This is an optimization exercise on Yosys and OpenROAD, whose aim is small area, not a production implementation. RTL that was checked went through simulation tests only; none was proved equivalent to the original. Power and IR drop assume default switching activity. The flow treats the clock pin as an ideal source, which a real chip does not have.

==> inputs of job 4091 <==
// reg_file
module reg_file
#(
  parameter int DATA_W   = reg_file_pkg::REG_DATA_W,
  parameter int ADDR_W   = reg_file_pkg::REG_ADDR_W,
  parameter int NUM_REGS = reg_file_pkg::REG_NUM
) (
  input  logic              clk,
  input  logic              rst,
  input  logic              we,
  input  logic [ADDR_W-1:0] waddr,
  input  logic [DATA_W-1:0] wdata,
  input  logic              re1,
  input  logic [ADDR_W-1:0] raddr1,
  output logic [DATA_W-1:0] rdata1,
  input  logic              re2,
  input  logic [ADDR_W-1:0] raddr2,
  output logic [DATA_W-1:0] rdata2
);
  logic [(NUM_REGS-1)*DATA_W-1:0] words_q;
  logic [NUM_REGS-1:1]            valid_q;
  logic [NUM_REGS-1:1]            wen;
  logic [NUM_REGS-1:1]            rdable;
  always_comb begin
    for (int i = 1; i < NUM_REGS; i++) begin
      wen[i] = (we == reg_file_pkg::WRITE_ENABLE) && (waddr == ADDR_W'(i));
    end
  end
  ...
==> module reg_file_rd_port, before the edit <==
module reg_file_rd_port
#(
  parameter int DATA_W   = reg_file_pkg::REG_DATA_W,
  parameter int ADDR_W   = reg_file_pkg::REG_ADDR_W,
  parameter int NUM_REGS = reg_file_pkg::REG_NUM
) (
  input  logic                           rst,
  input  logic                           re,
  input  logic [ADDR_W-1:0]              raddr,
  input  logic                           we,
  input  logic [ADDR_W-1:0]              waddr,
  input  logic [DATA_W-1:0]              wdata,
  input  logic [NUM_REGS-1:1]            rdable,
  input  logic [(NUM_REGS-1)*DATA_W-1:0] words,
  output logic [DATA_W-1:0]              rdata
);
  logic                act;
  logic [NUM_REGS-1:0] sel;
  assign act = !rst && (re == reg_file_pkg::READ_ENABLE) &&
               (raddr != reg_file_pkg::NOP_REG_ADDR);
  always_comb begin
    sel[0] = act && (we == reg_file_pkg::WRITE_ENABLE) && (waddr == raddr);
    for (int i = 1; i < NUM_REGS; i++) begin
      sel[i] = act && rdable[i] && (raddr == ADDR_W'(i));
    end
  end
  for (genvar b = 0; b < DATA_W; b++) begin : g_bit
    logic [NUM_REGS-1:0] cand;
    logic [10:0]         part_n;
    logic [2:0]          grp;
    assign cand[0] = wdata[b];
    for (genvar i = 1; i < NUM_REGS; i++) begin : g_cand
      assign cand[i] = words[(i-1)*DATA_W + b];
    end
    for (genvar g = 0; g < 10; g++) begin : g_aoi
      rf_aoi222 u_aoi (
        .a0 (cand[3*g]),   .b0 (sel[3*g]),
        .a1 (cand[3*g+1]), .b1 (sel[3*g+1]),
        .a2 (cand[3*g+2]), .b2 (sel[3*g+2]),
        .y  (part_n[g])
      );
    end
    rf_aoi22 u_aoi_last (
      .a0 (cand[30]), .b0 (sel[30]),
      .a1 (cand[31]), .b1 (sel[31]),
      .y  (part_n[10])
    );
    rf_nand4 u_nand_0 (.a(part_n[0]), .b(part_n[1]), .c(part_n[2]),  .d(part_n[3]), .y(grp[0]));
    rf_nand4 u_nand_1 (.a(part_n[4]), .b(part_n[5]), .c(part_n[6]),  .d(part_n[7]), .y(grp[1]));
    rf_nand3 u_nand_2 (.a(part_n[8]), .b(part_n[9]), .c(part_n[10]),                 .y(grp[2]));
    rf_or3   u_or     (.a(grp[0]),    .b(grp[1]),    .c(grp[2]),                     .y(rdata[b]));
  end
endmodule
==> module rf_aoi22, before the edit <==
module rf_aoi22 (
  input  logic a0, b0, a1, b1,
  output logic y
);
  assign y = !((a0 && b0) || (a1 && b1));
endmodule
==> module rf_nand3, before the edit <==
module rf_nand3 (
  input  logic a, b, c,
  output logic y
);
  assign y = !(a && b && c);
endmodule
==> module rf_or3, before the edit <==
module rf_or3 (
  input  logic a, b, c,
  output logic y
);
  assign y = a || b || c;
endmodule
==> module reg_file, before the edit <==
module reg_file
#(
  parameter int DATA_W   = reg_file_pkg::REG_DATA_W,
  parameter int ADDR_W   = reg_file_pkg::REG_ADDR_W,
  parameter int NUM_REGS = reg_file_pkg::REG_NUM
) (
  input  logic              clk,
  input  logic              rst,
  input  logic              we,
  input  logic [ADDR_W-1:0] waddr,
  input  logic [DATA_W-1:0] wdata,
  input  logic              re1,
  input  logic [ADDR_W-1:0] raddr1,
  output logic [DATA_W-1:0] rdata1,
  input  logic              re2,
  input  logic [ADDR_W-1:0] raddr2,
  output logic [DATA_W-1:0] rdata2
);
  logic [(NUM_REGS-1)*DATA_W-1:0] words_q;
  logic [NUM_REGS-1:1]            valid_q;
  logic [NUM_REGS-1:1]            wen;
  logic [NUM_REGS-1:1]            rdable;
  always_comb begin
    for (int i = 1; i < NUM_REGS; i++) begin
      wen[i] = (we == reg_file_pkg::WRITE_ENABLE) && (waddr == ADDR_W'(i));
    end
  end
  assign rdable = valid_q & ~wen;
  always_ff @(posedge clk) begin
    for (int i = 1; i < NUM_REGS; i++) begin
      if (wen[i]) begin
        words_q[(i-1)*DATA_W +: DATA_W] <= wdata;
      end
    end
  end
  always_ff @(posedge clk) begin
    if (rst) begin
      valid_q <= '0;
    end else begin
      valid_q <= valid_q | wen;
    end
  end
  reg_file_rd_port #(.DATA_W(DATA_W), .ADDR_W(ADDR_W), .NUM_REGS(NUM_REGS)) u_rd_port1 (
    .rst    (rst),
    .re     (re1),
    .raddr  (raddr1),
    .we     (we),
    .waddr  (waddr),
    .wdata  (wdata),
    .rdable (rdable),
    .words  (words_q),
    .rdata  (rdata1)
  );
  reg_file_rd_port #(.DATA_W(DATA_W), .ADDR_W(ADDR_W), .NUM_REGS(NUM_REGS)) u_rd_port2 (
    .rst    (rst),
    .re     (re2),
    .raddr  (raddr2),
    .we     (we),
    .waddr  (waddr),
    .wdata  (wdata),
    .rdable (rdable),
    .words  (words_q),
    .rdata  (rdata2)
  );
endmodule
Settings: LEC_CHECK=0, CAP_MARGIN=20, CORE_MARGIN=2, CORE_UTILIZATION=25, PLACE_DENSITY=0.35, SLEW_MARGIN=20, SYNTH_HIERARCHICAL=1, SYNTH_MINIMUM_KEEP_SIZE=0; clock period 8.0 ns.
run.sh (not shown) runs the stock make flow with config.mk's settings and CLKGATE_MAP_FILE= SYNTH_SCRIPT=/design/flow/synth_recipe.tcl, a recipe that flattens the netlist after the stock synthesis.
==> job 5442 (differences from job 4091) <==
==> flow/design.v (replaced) <==
package reg_file_pkg;
  localparam int REG_DATA_W   = 32;
  localparam int REG_ADDR_W   = 5;
  localparam int REG_NUM      = 32;
  localparam int REG_NUM_LOG2 = 5;
  localparam logic [REG_DATA_W-1:0] ZERO_WORD    = '0;
  localparam logic [REG_ADDR_W-1:0] NOP_REG_ADDR = '0;
  localparam logic WRITE_ENABLE  = 1'b1;
  localparam logic WRITE_DISABLE = 1'b0;
  localparam logic READ_ENABLE   = 1'b1;
  localparam logic READ_DISABLE  = 1'b0;
endpackage
module reg_file_rd_port
#(
  parameter int DATA_W   = reg_file_pkg::REG_DATA_W,
  parameter int ADDR_W   = reg_file_pkg::REG_ADDR_W,
  parameter int NUM_REGS = reg_file_pkg::REG_NUM
) (
  input  logic                           rst,
  input  logic                           re,
  input  logic [ADDR_W-1:0]              raddr,
  input  logic                           we,
  input  logic [ADDR_W-1:0]              waddr,
  input  logic [DATA_W-1:0]              wdata,
  input  logic [NUM_REGS-1:1]            valid,
  input  logic [(NUM_REGS-1)*DATA_W-1:0] words,
  output logic [DATA_W-1:0]              rdata
);
  logic                act;
  logic                hit;
  logic                arr;
  logic [3:0]          pre_lo;
  logic [7:0]          pre_hi;
  logic [NUM_REGS-1:0] sel;
  logic [NUM_REGS-1:0] sel_hi;
  assign act = !rst && (re == reg_file_pkg::READ_ENABLE);
  assign hit = (we == reg_file_pkg::WRITE_ENABLE) && (waddr == raddr);
  assign sel[0] = act && hit && (raddr != reg_file_pkg::NOP_REG_ADDR);
  assign arr = act && !hit;
  for (genvar k = 0; k < 4; k++) begin : g_pre_lo
    assign pre_lo[k] = arr && (raddr[1:0] == 2'(k));
  end
  for (genvar j = 0; j < 8; j++) begin : g_pre_hi
    assign pre_hi[j] = (raddr[4:2] == 3'(j));
  end
  assign sel_hi[0] = sel[0];
  for (genvar i = 1; i < NUM_REGS; i++) begin : g_sel
    rf_and3 u_sel_lo (.a(pre_lo[i%4]), .b(pre_hi[i/4]), .c(valid[i]), .y(sel[i]));
    rf_and3 u_sel_hi (.a(pre_lo[i%4]), .b(pre_hi[i/4]), .c(valid[i]), .y(sel_hi[i]));
  end
  for (genvar b = 0; b < DATA_W; b++) begin : g_bit
    logic [NUM_REGS-1:0] cand;
    logic [NUM_REGS-1:0] s;
    logic [9:0]          part_n;
    logic [3:0]          grp;
    assign s = (b < DATA_W/2) ? sel : sel_hi;
    assign cand[0] = wdata[b];
    for (genvar i = 1; i < NUM_REGS; i++) begin : g_cand
      assign cand[i] = words[(i-1)*DATA_W + b];
    end
    for (genvar g = 0; g < 10; g++) begin : g_aoi
      rf_aoi222 u_aoi (
        .a0 (cand[3*g]),   .b0 (s[3*g]),
        .a1 (cand[3*g+1]), .b1 (s[3*g+1]),
        .a2 (cand[3*g+2]), .b2 (s[3*g+2]),
        .y  (part_n[g])
      );
    end
    rf_nand4 u_nand_0 (.a(part_n[0]), .b(part_n[1]), .c(part_n[2]), .d(part_n[3]), .y(grp[0]));
    rf_nand4 u_nand_1 (.a(part_n[4]), .b(part_n[5]), .c(part_n[6]), .d(part_n[7]), .y(grp[1]));
    rf_nand2 u_nand_2 (.a(part_n[8]), .b(part_n[9]),                               .y(grp[2]));
    rf_ao22  u_ao     (.a0(cand[30]), .b0(s[30]), .a1(cand[31]), .b1(s[31]),    .y(grp[3]));
    rf_or4   u_or     (.a(grp[0]),    .b(grp[1]),    .c(grp[2]),    .d(grp[3]),     .y(rdata[b]));
  end
endmodule
module rf_ao22 (
  input  logic a0, b0, a1, b1,
  output logic y
);
  assign y = (a0 && b0) || (a1 && b1);
endmodule
module rf_nand4 (
  input  logic a, b, c, d,
  output logic y
);
  assign y = !(a && b && c && d);
endmodule
module rf_nand2 (
  input  logic a, b,
  output logic y
);
  assign y = !(a && b);
endmodule
module rf_or4 (
  input  logic a, b, c, d,
  output logic y
);
  assign y = a || b || c || d;
endmodule
module rf_aoi222 (
  input  logic a0, b0, a1, b1, a2, b2,
  output logic y
);
  assign y = !((a0 && b0) || (a1 && b1) || (a2 && b2));
endmodule
module rf_and3 (
  input  logic a, b, c,
  output logic y
);
  assign y = a && b && c;
endmodule
module rf_and2 (
  input  logic a, b,
  output logic y
);
  assign y = a && b;
endmodule
module rf_o21a (
  input  logic a1, a2, b1,
  output logic y
);
  assign y = (a1 || a2) && b1;
endmodule
module reg_file
#(
  parameter int DATA_W   = reg_file_pkg::REG_DATA_W,
  parameter int ADDR_W   = reg_file_pkg::REG_ADDR_W,
  parameter int NUM_REGS = reg_file_pkg::REG_NUM
) (
  input  logic              clk,
  input  logic              rst,
  input  logic              we,
  input  logic [ADDR_W-1:0] waddr,
  input  logic [DATA_W-1:0] wdata,
  input  logic              re1,
  input  logic [ADDR_W-1:0] raddr1,
  output logic [DATA_W-1:0] rdata1,
  input  logic              re2,
  input  logic [ADDR_W-1:0] raddr2,
  output logic [DATA_W-1:0] rdata2
);
  logic [(NUM_REGS-1)*DATA_W-1:0] words_q;
  logic [NUM_REGS-1:1]            valid_q;
  logic [NUM_REGS-1:1]            wen;
  logic [3:0]                     we_lo;
  logic [7:0]                     we_hi;
  for (genvar k = 0; k < 4; k++) begin : g_we_lo
    assign we_lo[k] = (we == reg_file_pkg::WRITE_ENABLE) && (waddr[1:0] == 2'(k));
  end
  for (genvar j = 0; j < 8; j++) begin : g_we_hi
    assign we_hi[j] = (waddr[4:2] == 3'(j));
  end
  for (genvar i = 1; i < NUM_REGS; i++) begin : g_wen
    rf_and2 u_wen (.a(we_lo[i%4]), .b(we_hi[i/4]), .y(wen[i]));
  end
  always_ff @(posedge clk) begin
    for (int i = 1; i < NUM_REGS; i++) begin
      if (wen[i]) begin
        words_q[(i-1)*DATA_W +: DATA_W] <= wdata;
      end
    end
  end
  logic rst_n;
  logic [NUM_REGS-1:1] valid_d;
  assign rst_n = !rst;
  for (genvar i = 1; i < NUM_REGS; i++) begin : g_valid
    rf_o21a u_valid (.a1(valid_q[i]), .a2(wen[i]), .b1(rst_n), .y(valid_d[i]));
  end
  always_ff @(posedge clk) begin
    valid_q <= valid_d;
  end
  reg_file_rd_port #(.DATA_W(DATA_W), .ADDR_W(ADDR_W), .NUM_REGS(NUM_REGS)) u_rd_port1 (
    .rst    (rst),
    .re     (re1),
    .raddr  (raddr1),
    .we     (we),
    .waddr  (waddr),
    .wdata  (wdata),
    .valid  (valid_q),
    .words  (words_q),
    .rdata  (rdata1)
  );
  reg_file_rd_port #(.DATA_W(DATA_W), .ADDR_W(ADDR_W), .NUM_REGS(NUM_REGS)) u_rd_port2 (
    .rst    (rst),
    .re     (re2),
    .raddr  (raddr2),
    .we     (we),
    .waddr  (waddr),
    .wdata  (wdata),
    .valid  (valid_q),
    .words  (words_q),
    .rdata  (rdata2)
  );
endmodule
==> flow/flow/run.sh (new file) <==
#!/bin/bash
# The standard layout with two changes: every port is buffered by a buf_2
# instead of the resizer's default pick, and clock tree synthesis clusters
# about 30 flip-flops per clkbuf_16 leaf without dummy loads. Make's full
# output goes to flow.log here; ORFS keeps each step's log under orfs/logs.
set -euo pipefail
export BUFFER_PORTS_ARGS="-buffer_cell sky130_fd_sc_hd__buf_2"
export CTS_ARGS="-sink_clustering_enable -repair_clock_nets -buf_list sky130_fd_sc_hd__clkbuf_16 -sink_clustering_size 30 -sink_clustering_max_diameter 120 -dont_use_dummy_load"
bash standard.sh > flow.log 2>&1
==> flow/standard.sh (new file) <==
#!/bin/bash
# synth_recipe.tcl (not shown) runs the flow's synth.tcl, then flattens the netlist and writes it again
# the make line also repeats each setting of config.mk as NAME=value (left out here)
make -C /OpenROAD-flow-scripts/flow DESIGN_CONFIG=/design/flow/config.mk WORK_HOME=/design/flow/orfs CLKGATE_MAP_FILE= SYNTH_SCRIPT=/design/flow/synth_recipe.tcl "${@:-finish}"
--- a/flow/config.mk
+++ b/flow/config.mk
@@ -7,8 +7,8 @@
 export LEC_CHECK = 0
 export CAP_MARGIN = 20
 export CORE_MARGIN = 2
-export CORE_UTILIZATION = 25
-export PLACE_DENSITY = 0.35
+export CORE_UTILIZATION = 60
+export PLACE_DENSITY = 0.7
 export SLEW_MARGIN = 20
 export SYNTH_HIERARCHICAL = 1
 export SYNTH_MINIMUM_KEEP_SIZE = 0
removed: flow/run.sh
==> reports/results.md <==
| Stage | Metric | This run |
|---|---|---|
| floorplanning | Placement row count | 148 |
| final layout | Area used by multi-input combinational logic | 0.0106 mm2 |
| setup path | R2R Path Start | valid_q[17] |
| pwr | Share of total power in sequential cells | 50.9% |
| final layout | Comb_multi_in | 1,201 |
| final layout | Layout Area Growth over Synthesis | 22.0% |
| yosys | Compound-Gate Fraction of Synth Area | 18.7% |
| outcome | Outcome | no timing/DRC/antenna violations |
| final layout | Multi-input gate share of the layout cell area | 21.2% |
| global route | Met1 global-route usage | 31.1% |
| pwr | Switching part of the total power | 21.1% |
-- figures above: job 4091

==> reports/results.md <==
| Stage | Metric | This run |
|---|---|---|
| outcome | Outcome | no timing/DRC/antenna violations |
| pwr | Share of total power in sequential cells | 69.4% |
| setup path | R2R Path Start | valid_q[21] |
| final layout | Multi-input gate share of the layout cell area | 23.6% |
| pwr | Switching part of the total power | 20.1% |
-- figures above: job 5442

Function not checked in job 4091: the RTL went through the layout flow alone.

## re-timing with driven ports
The flow's constraints put no driver on any port. The routed layouts listed below were extracted and timed again, unchanged, in two steps. Step 1 sets driving cells, clkbuf_16 on the clock port and buf_2 on the other inputs (assumed; they add their load-dependent delay and slew). Step 2 moves the port delays by t, midway between the first and last clock arrival at a register: inputs arrive t later, outputs are due t later. That takes back most of the time a late clock gives input paths. Three values: no drivers, after step 1, after step 2; two values: the first two.
run	t, ns	slack for setup (ns)	hold WS [ns]	latest minus earliest clock arrival (ns)	pins driven straight from the clock port
job 4091	0.817	0.397 / 0.358 / 0.358	0.476 / 0.476 / 0.476	0.028 / 0.028	1
job 5442	0.649	1.206 / 1.182 / 1.182	0.531 / 0.531 / 0.531	0.079 / 0.079	1
After both steps every run listed still meets setup and hold. For job 4091, which loses most, drivers alone change the setup slack by -0.039 ns; drivers and shift together by -0.039 ns.
